This design comes from an exercise in tuning for small area, a short achievable clock period and few clock cycles per item on the open sky130 flow, not from production work.
Power figures rest on the tool's default switching activity, not on a simulated workload.

## the baseline
// fc_layer_top
module fc_layer_top #(
    parameter int ICH_B       = 4,
    parameter int OCH_B       = 2,
    parameter int OCH_T       = 4,
    parameter int SCALE_SHIFT = 8,
    parameter int RELU        = 1
) (
    input  logic                      clk,
    input  logic                      areset,
    input  logic                      i_run,
    output logic                      o_idle,
    output logic                      o_run,
    output logic                      o_done,
    output logic                      o_en_err,
    output fc_ctrl_pkg::in_addr_t     o_in_addr,
    output logic                      o_in_ce,
    input  fc_data_pkg::act_t         i_in_q,
    output fc_ctrl_pkg::w_addr_t      o_w_addr,
    output logic                      o_w_ce,
    input  fc_data_pkg::weight_word_t i_w_q,
    output fc_ctrl_pkg::och_idx_t     o_b_addr,
    output logic                      o_b_ce,
    input  fc_data_pkg::bias_t        i_b_q,
    output fc_ctrl_pkg::och_idx_t     o_out_addr,
    output logic                      o_out_ce,
    output fc_data_pkg::act_t         o_out_d
);
    localparam logic [5:0] LAST = 6'd38;     
    logic       r_run;
    logic       r_run_o;         
    logic       r_idle;
    logic       r_done;
    logic       r_err;
    logic [5:0] c;
    logic       start;
    logic       fin;
    assign start = !r_run && i_run;
    assign fin   = r_run && (c == LAST);
    always_ff @(posedge clk) begin
        if (areset) begin
            r_run  <= 1'b0;
            r_run_o <= 1'b0;
            r_idle <= 1'b1;
            r_done <= 1'b0;
            r_err  <= 1'b0;
        end else begin
            r_err  <= r_err | (i_run & r_run);
            r_done <= fin;
            r_run  <= start | (r_run & !fin);
            r_run_o <= (!r_run_o && i_run) | (r_run_o & !fin);
            r_idle <= !(start | (r_run & !fin));
        end
    end
    always_ff @(posedge clk) begin
        c <= r_run ? c + 6'd1 : 6'd0;
    end
    assign o_run    = r_run_o;
    assign o_idle   = r_idle;
    assign o_done   = r_done;
    assign o_en_err = r_err;
    logic [6:0] kw, ko;          
    logic       r_in_ce;
    logic [3:0] r_in_addr;       
    logic       r_w_ce;
    logic [4:0] r_w_addr;
    logic       r_b_ce;
    logic       r_out_ce;
    logic [2:0] r_out_addr;
    assign kw = {1'b0, c} - 7'd2;
    assign ko = {1'b0, c} - 7'd6;
  ...
For scale: ~1200 cells after synthesis, roughly 260 flip-flops.
==> flow/config.mk <==
export PLATFORM = sky130hd
export DESIGN_NAME = fc_layer_top
export DESIGN_NICKNAME = fc_layer_top
export VERILOG_FILES = /design/flow/design.v
export SDC_FILE = /design/flow/constraint.sdc
export NUM_CORES = 4
export LEC_CHECK = 0
export CAP_MARGIN = 20
export CORE_MARGIN = 2
export CORE_UTILIZATION = 60
export CTS_CLUSTER_DIAMETER = 60
export CTS_CLUSTER_SIZE = 20
export PLACE_DENSITY = 0.7
export SLEW_MARGIN = 20
export SYNTH_HIERARCHICAL = 1
export SYNTH_MINIMUM_KEEP_SIZE = 0
==> flow/constraint.sdc <==
create_clock -name core_clock -period 13.0 [get_ports {clk}]
set_input_delay 2.6000 -clock core_clock [delete_from_list [all_inputs] [get_ports {clk}]]
set_output_delay 2.6000 -clock core_clock [all_outputs]
set_load 0.01 [all_outputs]
standard.sh (not shown) runs the stock make flow with config.mk's settings and CLKGATE_MAP_FILE= SYNTH_SCRIPT=/design/flow/synth_recipe.tcl, a recipe that flattens the netlist after the stock synthesis.
==> flow/flow/run.sh <==
#!/bin/bash
# The standard layout (standard synthesis included, unchanged), with the
# port buffers made from buf_4 cells instead of the resizer's default choice
# (clkdlybuf4s50_1, a delay cell). All tool output goes to standard.log here;
# ORFS also keeps its per-step logs under orfs/logs.
export BUFFER_PORTS_ARGS="-buffer_cell sky130_fd_sc_hd__buf_4"
bash standard.sh > standard.log 2>&1
The baseline reached the end of the flow, and the finished layout is clean on the timing, DRC and antenna checks.
> inputs changed (the baseline -> the candidate)
Settings: CTS_CLUSTER_DIAMETER: 60 -> 100; CTS_CLUSTER_SIZE: 20 -> 30.
## What came out
- Synthesized area came out exactly the same in the candidate and the baseline.
- Power for the candidate is lower than for the baseline.
- Sequential share of layout area ends up lower on the baseline.
- Across the candidate and the baseline, the outcome is the same: a clean finish for every run.
- When the candidate is measured against the baseline, its final instance area turns out 2.2% lower.
- Compared with the baseline, in the candidate final cell count shows a reduction of 17; final core utilization now sits lower; share of total power in the clock network -3.9 points.
No run of this note included a check of the RTL's function; only the layout flow was run.

## separate check: timing with driven ports
How much do the figures lean on ideal ports? The routed layouts below were timed once more, with nothing changed but the port constraints. Step 1, drivers: a clkbuf_16 drives clk and a buf_2 each remaining input, both assumed. Step 2 also shifts input and output timing later by t, the mid clock arrival at the registers, as if the neighbouring blocks saw the same clock. Slacks: ideal ports / drivers / drivers and shift; pairs: ideal ports / drivers.
run | t (ns) | setup WS [ns] | hold WS [ns] | worst data-port slew with drivers (ns) | pins driven straight from the clock port
the baseline | 0.554 | 9.359 / 9.310 / 9.011 | 0.328 / 0.328 / 0.328 | 0.05 | 1
the candidate | 0.546 | 9.358 / 9.307 / 9.001 | 0.336 / 0.336 / 0.336 | 0.05 | 1
After both steps setup and hold are still met in every run listed. The setup slack of the candidate, which loses most, moves by -0.051 ns with the drivers and by -0.357 ns with both steps.
